This design comes from an exercise in tuning for small area on the open sky130 flow, not from production work.
In this exercise RTL edits were held to simulation tests only and were not proved equivalent to the original.

==> willow <==
// cordic
module cordic
(
  input  logic               clk,
  input  logic               reset,
  input  logic               enable,
  input  logic signed [30:0] i_xval,
  input  logic signed [30:0] i_yval,
  input  logic        [11:0] i_phase,
  output logic signed [31:0] o_xval,
  output logic signed [31:0] o_yval
);
clock: 5.0 ns
lec_check: 0
cap_margin: 20
core_margin: 2
core_utilization: 40
cts_buf_list: sky130_fd_sc_hd__clkbuf_16
cts_cluster_diameter: 90
cts_cluster_size: 24
slew_margin: 20
synth_hierarchical: 1
synth_minimum_keep_size: 0
run.sh (not shown) runs the stock make flow with config.mk's settings and CLKGATE_MAP_FILE= SYNTH_SCRIPT=/design/flow/synth_recipe.tcl, a recipe that flattens the netlist after the stock synthesis.
==> lagoon (differences from willow) <==
--- a/flow/design.v
+++ b/flow/design.v
@@ -95,34 +95,32 @@
   end
   logic [14:0] hxl, hyl;
   logic        hxc, hyc;
   cordic_add #(.N(15), .INVB(1'b0)) u_p0xl (.a(ax[14:0] ^ {15{mx_x}}), .b(ay[14:0] ^ {15{my_x}}), .ci(c_x), .s(hxl), .co(hxc));
   cordic_add #(.N(15), .INVB(1'b0)) u_p0yl (.a(ax[14:0] ^ {15{mx_y}}), .b(ay[14:0] ^ {15{my_y}}), .ci(c_y), .s(hyl), .co(hyc));
-  logic [17:3] xl1, yl1;   
-  logic [17:2] xl2, yl2;   
-  logic [17:0] xl [3:11];
-  logic [17:0] yl [3:11];
+  logic [17:0] xl [1:11];
+  logic [17:0] yl [1:11];
   logic [16:0] xh [0:10];
   logic [16:0] yh [0:10];
   logic        cx [1:11];
   logic        cy [1:11];
   logic        nr [1:10];    
   logic        fd [2:11];    
   logic [11:0] rr2;   
   logic [12:0] rr3;   
   logic [10:0] rr4;   
   logic [10:0] rr5;   
-  logic [4:0] dq5;   
-  logic [3:0] dq6;   
-  logic [2:0] dq7;   
-  logic [1:0] dq8;   
-  logic [0:0] dq9;   
+  logic [9:0] rr6;   
+  logic [7:0] rr7;   
+  logic [7:0] rr8;   
+  logic [5:0] rr9;   
+  logic [4:0] rr10;   
   logic        m_xx, m_xy, m_yx, m_yy;   
   always_ff @(posedge clk) begin
     if (enable) begin
-      xl1 <= hxl;
-      yl1 <= hyl;
+      xl[1] <= {hxl, {3{n1}}};
+      yl[1] <= {hyl, 3'b000};
       cx[1] <= hxc;
       cy[1] <= hyc;
       xh[0] <= ax[31:15];
       yh[0] <= ay[31:15];
       {m_xx, m_xy, m_yx, m_yy} <= {mx_x, my_x, mx_y, my_y};
@@ -131,27 +129,27 @@
     end
   end
   logic [16:0] xh1n, yh1n;
   cordic_add #(.N(17), .INVB(1'b0)) u_p0xh (.a(xh[0] ^ {17{m_xx}}), .b(yh[0] ^ {17{m_xy}}), .ci(cx[1]), .s(xh1n), .co());
   cordic_add #(.N(17), .INVB(1'b0)) u_p0yh (.a(xh[0] ^ {17{m_yx}}), .b(yh[0] ^ {17{m_yy}}), .ci(cy[1]), .s(yh1n), .co());
-  logic [17:2] xl1s, yl1s, xl1a, yl1n;
+  logic [17:0] xl1s, yl1s, xl1a, yl1n;
   logic        xl1c, yl1c;
-  assign xl1s = {xh1n[0], xl1[17:3]};
-  assign yl1s = {yh1n[0], yl1[17:3]};
-  cordic_add #(.N(16), .INVB(1'b1)) u_xl1 (.a({xl1, nr[1]}), .b(yl1s), .ci(1'b1), .s(xl1a), .co(xl1c));
-  cordic_add #(.N(16), .INVB(1'b0)) u_yl1 (.a({yl1, 1'b0}), .b(xl1s), .ci(nr[1]), .s(yl1n), .co(yl1c));
+  assign xl1s = {xh1n[0:0], xl[1][17:1]};
+  assign yl1s = {yh1n[0:0], yl[1][17:1]};
+  cordic_add #(.N(18), .INVB(1'b1)) u_xl1 (.a(xl[1]), .b(yl1s), .ci(1'b1), .s(xl1a), .co(xl1c));
+  cordic_add #(.N(18), .INVB(1'b0)) u_yl1 (.a(yl[1]), .b(xl1s), .ci(nr[1]), .s(yl1n), .co(yl1c));
   logic signed [13:0] rf2;
   assign rf2 = {rr2, 2'd0};
   logic nn1, ff1;
   assign nn1 = rf2[13];
   assign ff1 = nr[1] ^ nn1;
   logic signed [14:0] rn3;
   assign rn3 = nn1 ? rf2 + 15'sd2555 : rf2 - 15'sd2555;
   always_ff @(posedge clk) begin
     if (enable) begin
-      xl2 <= xl1a ^ {16{ff1}};
-      yl2 <= yl1n;
+      xl[2] <= xl1a ^ {18{ff1}};
+      yl[2] <= yl1n;
       cx[2] <= xl1c;
       cy[2] <= yl1c;
       xh[1] <= xh1n;
       yh[1] <= yh1n;
       fd[2] <= ff1;
@@ -168,14 +166,14 @@
   cordic_add #(.N(17), .INVB(1'b1)) u_xh2 (.a(xh[1]), .b(yh2s), .ci(cx[2]), .s(xh2a), .co());
   cordic_add #(.N(17), .INVB(1'b0)) u_yh2 (.a(yh[1]), .b(xh2s), .ci(cy[2]), .s(yh2n), .co());
   assign xh2n = xh2a ^ {17{fd[2]}};
   logic [17:0] xl2s, yl2s, xl2a, yl2n;
   logic        xl2c, yl2c;
-  assign xl2s = {xh2n[1:0], xl2};
-  assign yl2s = {yh2n[1:0], yl2};
-  cordic_add #(.N(18), .INVB(1'b1)) u_xl2 (.a({xl2, {2{nr[2]}}}), .b(yl2s), .ci(1'b1), .s(xl2a), .co(xl2c));
-  cordic_add #(.N(18), .INVB(1'b0)) u_yl2 (.a({yl2, 2'b00}), .b(xl2s), .ci(nr[2]), .s(yl2n), .co(yl2c));
+  assign xl2s = {xh2n[1:0], xl[2][17:2]};
+  assign yl2s = {yh2n[1:0], yl[2][17:2]};
+  cordic_add #(.N(18), .INVB(1'b1)) u_xl2 (.a(xl[2]), .b(yl2s), .ci(1'b1), .s(xl2a), .co(xl2c));
+  cordic_add #(.N(18), .INVB(1'b0)) u_yl2 (.a(yl[2]), .b(xl2s), .ci(nr[2]), .s(yl2n), .co(yl2c));
   logic signed [12:0] rf3;
   assign rf3 = rr3;
   logic nn2, ff2;
   assign nn2 = rf3[12];
   assign ff2 = nr[2] ^ nn2;
@@ -247,41 +245,23 @@
   logic signed [10:0] rf5;
   assign rf5 = rr5;
   logic nn4, ff4;
   assign nn4 = rf5[10];
   assign ff4 = nr[4] ^ nn4;
-  logic signed [11:0] rc6;
-  assign rc6 = nn4 ? rf5 + 12'sd326 : rf5 - 12'sd326;
-  logic nc6;
-  assign nc6 = rc6[11];
-  logic signed [10:0] rc7;
-  assign rc7 = nc6 ? rc6 + 11'sd163 : rc6 - 11'sd163;
-  logic nc7;
-  assign nc7 = rc7[10];
-  logic signed [9:0] rc8;
-  assign rc8 = nc7 ? rc7 + 10'sd81 : rc7 - 10'sd81;
-  logic nc8;
-  assign nc8 = rc8[9];
-  logic signed [8:0] rc9;
-  assign rc9 = nc8 ? rc8 + 9'sd41 : rc8 - 9'sd41;
-  logic nc9;
-  assign nc9 = rc9[8];
-  logic signed [7:0] rc10;
-  assign rc10 = nc9 ? rc9 + 8'sd20 : rc9 - 8'sd20;
-  logic nc10;
-  assign nc10 = rc10[7];
+  logic signed [11:0] rn6;
+  assign rn6 = nn4 ? rf5 + 12'sd326 : rf5 - 12'sd326;
   always_ff @(posedge clk) begin
     if (enable) begin
       xl[5] <= xl4a ^ {18{ff4}};
       yl[5] <= yl4n;
       cx[5] <= xl4c;
       cy[5] <= yl4c;
       xh[4] <= xh4n;
       yh[4] <= yh4n;
       fd[5] <= ff4;
       nr[5] <= nn4;
-      dq5 <= {nc10, nc9, nc8, nc7, nc6};
+      rr6 <= rn6[9:0];
     end
   end
   logic [16:0] xh5n, yh5n, xh5s, yh5s, xh5a;
   logic signed [16:0] xh5q, yh5q;
   assign xh5q = xh[4];
@@ -295,24 +275,28 @@
   logic        xl5c, yl5c;
   assign xl5s = {xh5n[4:0], xl[5][17:5]};
   assign yl5s = {yh5n[4:0], yl[5][17:5]};
   cordic_add #(.N(18), .INVB(1'b1)) u_xl5 (.a(xl[5]), .b(yl5s), .ci(1'b1), .s(xl5a), .co(xl5c));
   cordic_add #(.N(18), .INVB(1'b0)) u_yl5 (.a(yl[5]), .b(xl5s), .ci(nr[5]), .s(yl5n), .co(yl5c));
+  logic signed [9:0] rf6;
+  assign rf6 = rr6;
   logic nn5, ff5;
-  assign nn5 = dq5[0];
+  assign nn5 = rf6[9];
   assign ff5 = nr[5] ^ nn5;
+  logic signed [10:0] rn7;
+  assign rn7 = nn5 ? rf6 + 11'sd163 : rf6 - 11'sd163;
   always_ff @(posedge clk) begin
     if (enable) begin
       xl[6] <= xl5a ^ {18{ff5}};
       yl[6] <= yl5n;
       cx[6] <= xl5c;
       cy[6] <= yl5c;
       xh[5] <= xh5n;
       yh[5] <= yh5n;
       fd[6] <= ff5;
       nr[6] <= nn5;
-      dq6 <= dq5[4:1];
+      rr7 <= rn7[8:1];
     end
   end
   logic [16:0] xh6n, yh6n, xh6s, yh6s, xh6a;
   logic signed [16:0] xh6q, yh6q;
   assign xh6q = xh[5];
@@ -326,24 +310,28 @@
   logic        xl6c, yl6c;
   assign xl6s = {xh6n[5:0], xl[6][17:6]};
   assign yl6s = {yh6n[5:0], yl[6][17:6]};
   cordic_add #(.N(18), .INVB(1'b1)) u_xl6 (.a(xl[6]), .b(yl6s), .ci(1'b1), .s(xl6a), .co(xl6c));
   cordic_add #(.N(18), .INVB(1'b0)) u_yl6 (.a(yl[6]), .b(xl6s), .ci(nr[6]), .s(yl6n), .co(yl6c));
+  logic signed [8:0] rf7;
+  assign rf7 = {rr7, 1'd0};
   logic nn6, ff6;
-  assign nn6 = dq6[0];
+  assign nn6 = rf7[8];
   assign ff6 = nr[6] ^ nn6;
+  logic signed [9:0] rn8;
+  assign rn8 = nn6 ? rf7 + 10'sd81 : rf7 - 10'sd81;
   always_ff @(posedge clk) begin
     if (enable) begin
       xl[7] <= xl6a ^ {18{ff6}};
       yl[7] <= yl6n;
       cx[7] <= xl6c;
       cy[7] <= yl6c;
       xh[6] <= xh6n;
       yh[6] <= yh6n;
       fd[7] <= ff6;
       nr[7] <= nn6;
-      dq7 <= dq6[3:1];
+      rr8 <= rn8[7:0];
     end
   end
   logic [16:0] xh7n, yh7n, xh7s, yh7s, xh7a;
   logic signed [16:0] xh7q, yh7q;
   assign xh7q = xh[6];
@@ -357,24 +345,28 @@
   logic        xl7c, yl7c;
   assign xl7s = {xh7n[6:0], xl[7][17:7]};
   assign yl7s = {yh7n[6:0], yl[7][17:7]};
   cordic_add #(.N(18), .INVB(1'b1)) u_xl7 (.a(xl[7]), .b(yl7s), .ci(1'b1), .s(xl7a), .co(xl7c));
   cordic_add #(.N(18), .INVB(1'b0)) u_yl7 (.a(yl[7]), .b(xl7s), .ci(nr[7]), .s(yl7n), .co(yl7c));
+  logic signed [7:0] rf8;
+  assign rf8 = rr8;
   logic nn7, ff7;
-  assign nn7 = dq7[0];
+  assign nn7 = rf8[7];
   assign ff7 = nr[7] ^ nn7;
+  logic signed [8:0] rn9;
+  assign rn9 = nn7 ? rf8 + 9'sd41 : rf8 - 9'sd41;
   always_ff @(posedge clk) begin
     if (enable) begin
       xl[8] <= xl7a ^ {18{ff7}};
       yl[8] <= yl7n;
       cx[8] <= xl7c;
       cy[8] <= yl7c;
       xh[7] <= xh7n;
       yh[7] <= yh7n;
       fd[8] <= ff7;
       nr[8] <= nn7;
-      dq8 <= dq7[2:1];
+      rr9 <= rn9[6:1];
     end
   end
   logic [16:0] xh8n, yh8n, xh8s, yh8s, xh8a;
   logic signed [16:0] xh8q, yh8q;
   assign xh8q = xh[7];
@@ -388,24 +380,28 @@
   logic        xl8c, yl8c;
   assign xl8s = {xh8n[7:0], xl[8][17:8]};
   assign yl8s = {yh8n[7:0], yl[8][17:8]};
   cordic_add #(.N(18), .INVB(1'b1)) u_xl8 (.a(xl[8]), .b(yl8s), .ci(1'b1), .s(xl8a), .co(xl8c));
   cordic_add #(.N(18), .INVB(1'b0)) u_yl8 (.a(yl[8]), .b(xl8s), .ci(nr[8]), .s(yl8n), .co(yl8c));
+  logic signed [6:0] rf9;
+  assign rf9 = {rr9, 1'd0};
   logic nn8, ff8;
-  assign nn8 = dq8[0];
+  assign nn8 = rf9[6];
   assign ff8 = nr[8] ^ nn8;
+  logic signed [7:0] rn10;
+  assign rn10 = nn8 ? rf9 + 8'sd20 : rf9 - 8'sd20;
   always_ff @(posedge clk) begin
     if (enable) begin
       xl[9] <= xl8a ^ {18{ff8}};
       yl[9] <= yl8n;
       cx[9] <= xl8c;
       cy[9] <= yl8c;
       xh[8] <= xh8n;
       yh[8] <= yh8n;
       fd[9] <= ff8;
       nr[9] <= nn8;
-      dq9 <= dq8[1:1];
+      rr10 <= rn10[5:1];
     end
   end
   logic [16:0] xh9n, yh9n, xh9s, yh9s, xh9a;
   logic signed [16:0] xh9q, yh9q;
   assign xh9q = xh[8];
@@ -419,12 +415,14 @@
   logic        xl9c, yl9c;
   assign xl9s = {xh9n[8:0], xl[9][17:9]};
   assign yl9s = {yh9n[8:0], yl[9][17:9]};
   cordic_add #(.N(18), .INVB(1'b1)) u_xl9 (.a(xl[9]), .b(yl9s), .ci(1'b1), .s(xl9a), .co(xl9c));
   cordic_add #(.N(18), .INVB(1'b0)) u_yl9 (.a(yl[9]), .b(xl9s), .ci(nr[9]), .s(yl9n), .co(yl9c));
+  logic signed [5:0] rf10;
+  assign rf10 = {rr10, 1'd0};
   logic nn9, ff9;
-  assign nn9 = dq9[0];
+  assign nn9 = rf10[5];
   assign ff9 = nr[9] ^ nn9;
   always_ff @(posedge clk) begin
     if (enable) begin
       xl[10] <= xl9a ^ {18{ff9}};
       yl[10] <= yl9n;
--- a/flow/config.mk
+++ b/flow/config.mk
@@ -7,10 +7,10 @@
 export LEC_CHECK = 0
 export CAP_MARGIN = 20
 export CORE_MARGIN = 2
 export CORE_UTILIZATION = 40
 export CTS_BUF_LIST = sky130_fd_sc_hd__clkbuf_16
-export CTS_CLUSTER_DIAMETER = 90
-export CTS_CLUSTER_SIZE = 24
+export CTS_CLUSTER_DIAMETER = 80
+export CTS_CLUSTER_SIZE = 20
 export SLEW_MARGIN = 20
 export SYNTH_HIERARCHICAL = 1
 export SYNTH_MINIMUM_KEEP_SIZE = 0
==> notes <==
- lagoon went through all stages and came out clean. willow ran to the end with violations: negative setup slack.
- Routed wire length: lagoon is lower than willow (1.8%).
- Between willow and lagoon, the lower sequential share of layout area is in willow (gap 1.1 points).
- Of willow and lagoon, willow has the higher non-clock buffer count (gap 118).
- Between lagoon and willow, the lower maximum frequency is in willow (gap about 70%, measured against willow).
- Of willow and lagoon, willow has the higher first-iteration DRC count (gap 2.0%, measured against lagoon).
- Between willow and lagoon, the lower final cell count is in lagoon (gap about 1.6%, measured against lagoon).
- In lagoon the worst hold slack is higher than in willow, by 0.0038 ns.
- In lagoon the core utilization is lower than in willow, by 0.38 points.

what the ideal ports hide:
Ports are ideal in the flow. The routed layouts listed here were re-timed in OpenROAD. Step 1: set_driving_cell puts a clkbuf_16 on clk and a buf_2 on each other input, an assumption about the parent block. Step 2, shift: input delay + t, output delay - t, t = (earliest + latest rising clock arrival at the registers) / 2. This alone moves slack from input paths to output paths. Three values: no drivers, after step 1, after step 2; two values: the first two.
run | shift t [ns] | setup WS [ns] | clock arrival spread, ns | worst slew at a driven data input, ns
willow | 0.736 | -2.359 / -2.359 / -2.359 | 0.090 / 0.089 | 0.05
lagoon | 0.736 | 0.574 / 0.574 / 0.574 | 0.042 / 0.043 | 0.05
